This design comes from an exercise in tuning for small area on the open sky130 flow, not from production work.
Only simulation tests tie the RTL to the original design; equivalence was not proved.

==> zinc: inputs <==
// sprite_quad_vertex_setup
module sprite_quad_vertex_setup (
  input  logic               clk,
  input  logic               rst_n,
  input  logic               start,
  output logic               busy,
  input  logic               in_func,
  input  logic [11:0]        in_src_x,
  input  logic [11:0]        in_src_y,
  input  logic [12:0]        in_src_w,
  input  logic [12:0]        in_src_h,
  input  logic signed [15:0] in_dst_x,
  input  logic signed [15:0] in_dst_y,
  input  logic signed [15:0] in_dst_w,
  input  logic signed [15:0] in_dst_h,
  input  logic [31:0]        in_color_rgba,
  input  logic               cfg_valid,
  output logic               cfg_ready,
  input  logic [2:0]         cfg_index,
  input  logic [31:0]        cfg_data,
  output logic               out_strobe,
  output logic [1:0]         out_corner,
  output logic signed [20:0] out_screen_x,
  output logic signed [20:0] out_screen_y,
  output logic signed [17:0] out_tex_s,
  output logic signed [17:0] out_tex_t,
  output logic [7:0]         out_red,
  output logic [7:0]         out_green,
  output logic [7:0]         out_blue,
  output logic [7:0]         out_alpha,
  output logic               out_last
);
export LEC_CHECK = 0
export CAP_MARGIN = 20
export CORE_MARGIN = 2
export CORE_UTILIZATION = 65
export PLACE_DENSITY = 0.75
export SLEW_MARGIN = 20
export SYNTH_HIERARCHICAL = 1
export SYNTH_MINIMUM_KEEP_SIZE = 0
create_clock -name core_clock -period 11.0 [get_ports {clk}]
standard.sh (not shown) runs the stock make flow with config.mk's settings and CLKGATE_MAP_FILE= SYNTH_SCRIPT=/design/flow/synth_recipe.tcl, a recipe that flattens the netlist after the stock synthesis.
==> flow/flow/run.sh <==
#!/bin/bash
# The standard layout (standard.sh), with one change: the port buffers that
# global placement adds to every input and output are buf_1 cells instead of the
# default delay buffer. The full make output goes to layout.log in the work folder.
set -euo pipefail
bash standard.sh "BUFFER_PORTS_ARGS=-buffer_cell sky130_fd_sc_hd__buf_1" finish > layout.log 2>&1
==> amber (differences from zinc) <==
--- a/flow/design.v
+++ b/flow/design.v
@@ -494,16 +494,15 @@
     s5 = step(r0, b1, d);
     r4 = start ? s5[12:0] : s3[12:0];
     s4 = step(r4, start, d);
     q  = {q_r, s1[13], s2[13], s3[13]};
   end
   always_ff @(posedge clk) begin
     r_r <= s4[12:0];
-    if (start) q_r <= {12'b0, s5[13], s4[13]};
-    else       q_r <= {q_r[9:0], s1[13], s2[13], s3[13], s4[13]};
+    q_r <= {q_r[9:0], s1[13], s2[13], start ? s5[13] : s3[13], s4[13]};
   end
 endmodule
 module sprite_quad_vertex_setup (
   input  logic               clk,
   input  logic               rst_n,
   input  logic               start,
   output logic               busy,
@@ -618,20 +617,20 @@
     opq4_r <= in_dst_h;
   end
   logic [16:0] q_sl, q_sr, q_tt, q_tb;
   sqvs_div u_div_sl (.clk, .start(accept), .r0(r0_sl), .b1(in_src_x[0]), .d(atlas_w_r), .q(q_sl));
   sqvs_div u_div_sr (.clk, .start(accept), .r0(r0_sr), .b1(vs[0]),       .d(atlas_w_r), .q(q_sr));
   sqvs_div u_div_tt (.clk, .start(accept), .r0(r0_tt), .b1(in_src_y[0]), .d(atlas_h_r), .q(q_tt));
   sqvs_div u_div_tb (.clk, .start(accept), .r0(r0_tb), .b1(vt[0]),       .d(atlas_h_r), .q(q_tb));
-  logic [16:0] h_sl, h_sr, h_tt, h_tb;
+  logic [16:0] h_s0, h_s1, h_tt, h_tb;
   logic [1:0]  hneg;
   always_ff @(posedge clk) begin
+    h_s0 <= p[4] ? (q_sl | {17{sat_r[3]}}) : h_s1;
+    h_s1 <= p[4] ? (q_sr | {17{sat_r[2]}}) : h_s0;
     if (p[4]) begin
-      h_sl  <= q_sl | {17{sat_r[3]}};
-      h_sr  <= q_sr | {17{sat_r[2]}};
       h_tt  <= q_tt | {17{sat_r[1]}};
       h_tb  <= q_tb | {17{sat_r[0]}};
       hneg  <= neg_r;
       col_o <= col_r;
     end
   end
   logic [20:0] pos_x, pos_y;
@@ -642,15 +641,15 @@
                      .enc(enc_r),
                      .ca(mat_xy_r), .cb(mat_yy_r), .ct(trans_y_r), .pos(pos_y));
   logic k0, k1;
   logic [17:0] s_sel, t_sel;
   logic        s_neg, t_neg;
   assign k0 = p[6] | p[8];
   assign k1 = p[7] | p[8];
-  assign s_sel = {1'b0, k0 ? h_sr : h_sl};
+  assign s_sel = {1'b0, h_s0};
   assign s_neg = k0 & hneg[1];
   assign t_sel = {1'b0, k1 ? h_tt : h_tb};
   assign t_neg = ~k1 & hneg[0];
   assign out_strobe   = p[5] | p[6] | p[7] | p[8];
   assign out_corner   = {k1, k0};
   assign out_last     = p[8];
   assign out_screen_x = pos_x;
- CORE_UTILIZATION: 65 -> 70
- CTS_BUF_LIST: default -> sky130_fd_sc_hd__clkbuf_16
- CTS_CLUSTER_DIAMETER: default -> 100
- CTS_CLUSTER_SIZE: default -> 20
- PLACE_DENSITY: 0.75 -> 0.8
==> cedar (differences from zinc) <==
==> flow/run.sh (new file) <==
#!/bin/bash
# synth_recipe.tcl (not shown) runs the flow's synth.tcl, then flattens the netlist and writes it again
# the make line also repeats each setting of config.mk as NAME=value (left out here)
make -C /OpenROAD-flow-scripts/flow DESIGN_CONFIG=/design/flow/config.mk WORK_HOME=/design/flow/orfs CLKGATE_MAP_FILE= SYNTH_SCRIPT=/design/flow/synth_recipe.tcl finish
removed: flow/flow/run.sh
removed: flow/standard.sh
==> harbor (differences from zinc) <==
--- a/flow/design.v
+++ b/flow/design.v
@@ -494,16 +494,15 @@
     s5 = step(r0, b1, d);
     r4 = start ? s5[12:0] : s3[12:0];
     s4 = step(r4, start, d);
     q  = {q_r, s1[13], s2[13], s3[13]};
   end
   always_ff @(posedge clk) begin
     r_r <= s4[12:0];
-    if (start) q_r <= {12'b0, s5[13], s4[13]};
-    else       q_r <= {q_r[9:0], s1[13], s2[13], s3[13], s4[13]};
+    q_r <= {q_r[9:0], s1[13], s2[13], start ? s5[13] : s3[13], s4[13]};
   end
 endmodule
 module sprite_quad_vertex_setup (
   input  logic               clk,
   input  logic               rst_n,
   input  logic               start,
   output logic               busy,
@@ -618,20 +617,20 @@
     opq4_r <= in_dst_h;
   end
   logic [16:0] q_sl, q_sr, q_tt, q_tb;
   sqvs_div u_div_sl (.clk, .start(accept), .r0(r0_sl), .b1(in_src_x[0]), .d(atlas_w_r), .q(q_sl));
   sqvs_div u_div_sr (.clk, .start(accept), .r0(r0_sr), .b1(vs[0]),       .d(atlas_w_r), .q(q_sr));
   sqvs_div u_div_tt (.clk, .start(accept), .r0(r0_tt), .b1(in_src_y[0]), .d(atlas_h_r), .q(q_tt));
   sqvs_div u_div_tb (.clk, .start(accept), .r0(r0_tb), .b1(vt[0]),       .d(atlas_h_r), .q(q_tb));
-  logic [16:0] h_sl, h_sr, h_tt, h_tb;
+  logic [16:0] h_s0, h_s1, h_tt, h_tb;
   logic [1:0]  hneg;
   always_ff @(posedge clk) begin
+    h_s0 <= p[4] ? (q_sl | {17{sat_r[3]}}) : h_s1;
+    h_s1 <= p[4] ? (q_sr | {17{sat_r[2]}}) : h_s0;
     if (p[4]) begin
-      h_sl  <= q_sl | {17{sat_r[3]}};
-      h_sr  <= q_sr | {17{sat_r[2]}};
       h_tt  <= q_tt | {17{sat_r[1]}};
       h_tb  <= q_tb | {17{sat_r[0]}};
       hneg  <= neg_r;
       col_o <= col_r;
     end
   end
   logic [20:0] pos_x, pos_y;
@@ -642,15 +641,15 @@
                      .enc(enc_r),
                      .ca(mat_xy_r), .cb(mat_yy_r), .ct(trans_y_r), .pos(pos_y));
   logic k0, k1;
   logic [17:0] s_sel, t_sel;
   logic        s_neg, t_neg;
   assign k0 = p[6] | p[8];
   assign k1 = p[7] | p[8];
-  assign s_sel = {1'b0, k0 ? h_sr : h_sl};
+  assign s_sel = {1'b0, h_s0};
   assign s_neg = k0 & hneg[1];
   assign t_sel = {1'b0, k1 ? h_tt : h_tb};
   assign t_neg = ~k1 & hneg[0];
   assign out_strobe   = p[5] | p[6] | p[7] | p[8];
   assign out_corner   = {k1, k0};
   assign out_last     = p[8];
   assign out_screen_x = pos_x;
==> qor summary <==
|  | harbor | amber | zinc | cedar |
|---|---|---|---|---|
| Outcome | no timing/DRC/antenna violations | no timing/DRC/antenna violations | no timing/DRC/antenna violations | no timing/DRC/antenna violations |
| Clock buffer count in the final layout | 122 | 56 | 119 | 137 |
| Length of routed wiring on met1 | 97200 um | 92500 um | 98500 um | 97200 um |
| Worst setup slack after layout | 0.564 ns | 0.554 ns | 0.541 ns | 0.462 ns |
| CP endpoint | u_div_sr.r_r[7] | u_div_sr.r_r[10] | u_div_sl.r_r[8] | u_div_tt.r_r[9] |
| Minimum period implied by the final worst setup slack | 10.44 ns | 10.45 ns | 10.46 ns | 10.54 ns |
| Number of H-tree branching levels | 3 | 2 | 3 | 3 |
| Most numerous cell in the Yosys netlist | sky130_fd_sc_hd__fa_1 | sky130_fd_sc_hd__fa_1 | sky130_fd_sc_hd__xnor2_1 | sky130_fd_sc_hd__xnor2_1 |
| Area of the placeable core | 122000 um2 | 113000 um2 | 125000 um2 | 125000 um2 |
| Diode count | 1 | 2 | 2 | 3 |
| Clk tree area frac | 3.73% | 1.94% | 3.56% | 3.51% |
| Proportion of layout cells with a drive suffix above 1 | 7.87% | 6.60% | 8.21% | 8.11% |
| Fmax | 95.8 MHz | 95.7 MHz | 95.6 MHz | 94.9 MHz |
| Number of placed instances, taps included | 9516 | 9381 | 9814 | 9814 |
| Net count, final | 9552 | 9494 | 9817 | 9815 |
| Part of the cycle the worst path needs | 94.9% | 95.0% | 95.1% | 95.8% |
| Starting utilization of the core area | 65.5% | 70.7% | 65.3% | 65.3% |
| Synthesized-area fraction occupied by adder cells | 28.3% | 28.3% | 27.6% | 27.6% |
| Met3 wire length | 24200 um | 25600 um | 24000 um | 25200 um |
| Number of global-route vias before repair | 64400 | 65200 | 67000 | 67200 |
| Average wire per standard cell | 25.3 um | 25.5 um | 25.2 um | 24.9 um |
| Met1 demand-to-capacity share in global routing | 51.1% | 53.1% | 49.8% | 49.4% |
| DR iter-0 viols | 6723 | 7867 | 7156 | 6744 |
| Number of cells on the critical path | 36 | 38 | 38 | 38 |

-- afterwards: timing with drivers on the ports --
The results above use ideal ports. As a check the final layouts listed here were re-extracted and re-timed, cells and wires unchanged.
Step 1: set_driving_cell puts a clkbuf_16 on clk and a buf_2 on each other input, an assumption about the parent block.
Step 2, shift: input delay + t, output delay - t, t = (earliest + latest rising clock arrival at the registers) / 2. This alone moves slack from input paths to output paths.
Three values: ideal ports, drivers, drivers and shift; two values: the first two.
run | t, ns | setup WS [ns] | pins driven straight from the clock port
zinc | 0.801 | 0.541 / 0.541 / 0.403 | 1
amber | 0.779 | 0.554 / 0.554 / 0.268 | 1
cedar | 0.803 | 0.462 / 0.462 / 0.219 | 1
harbor | 0.805 | 0.564 / 0.564 / 0.342 | 1
After both steps every run listed still meets setup and hold. The setup slack of amber, which loses most, moves by 0.000 ns with the drivers and by -0.286 ns with both steps.
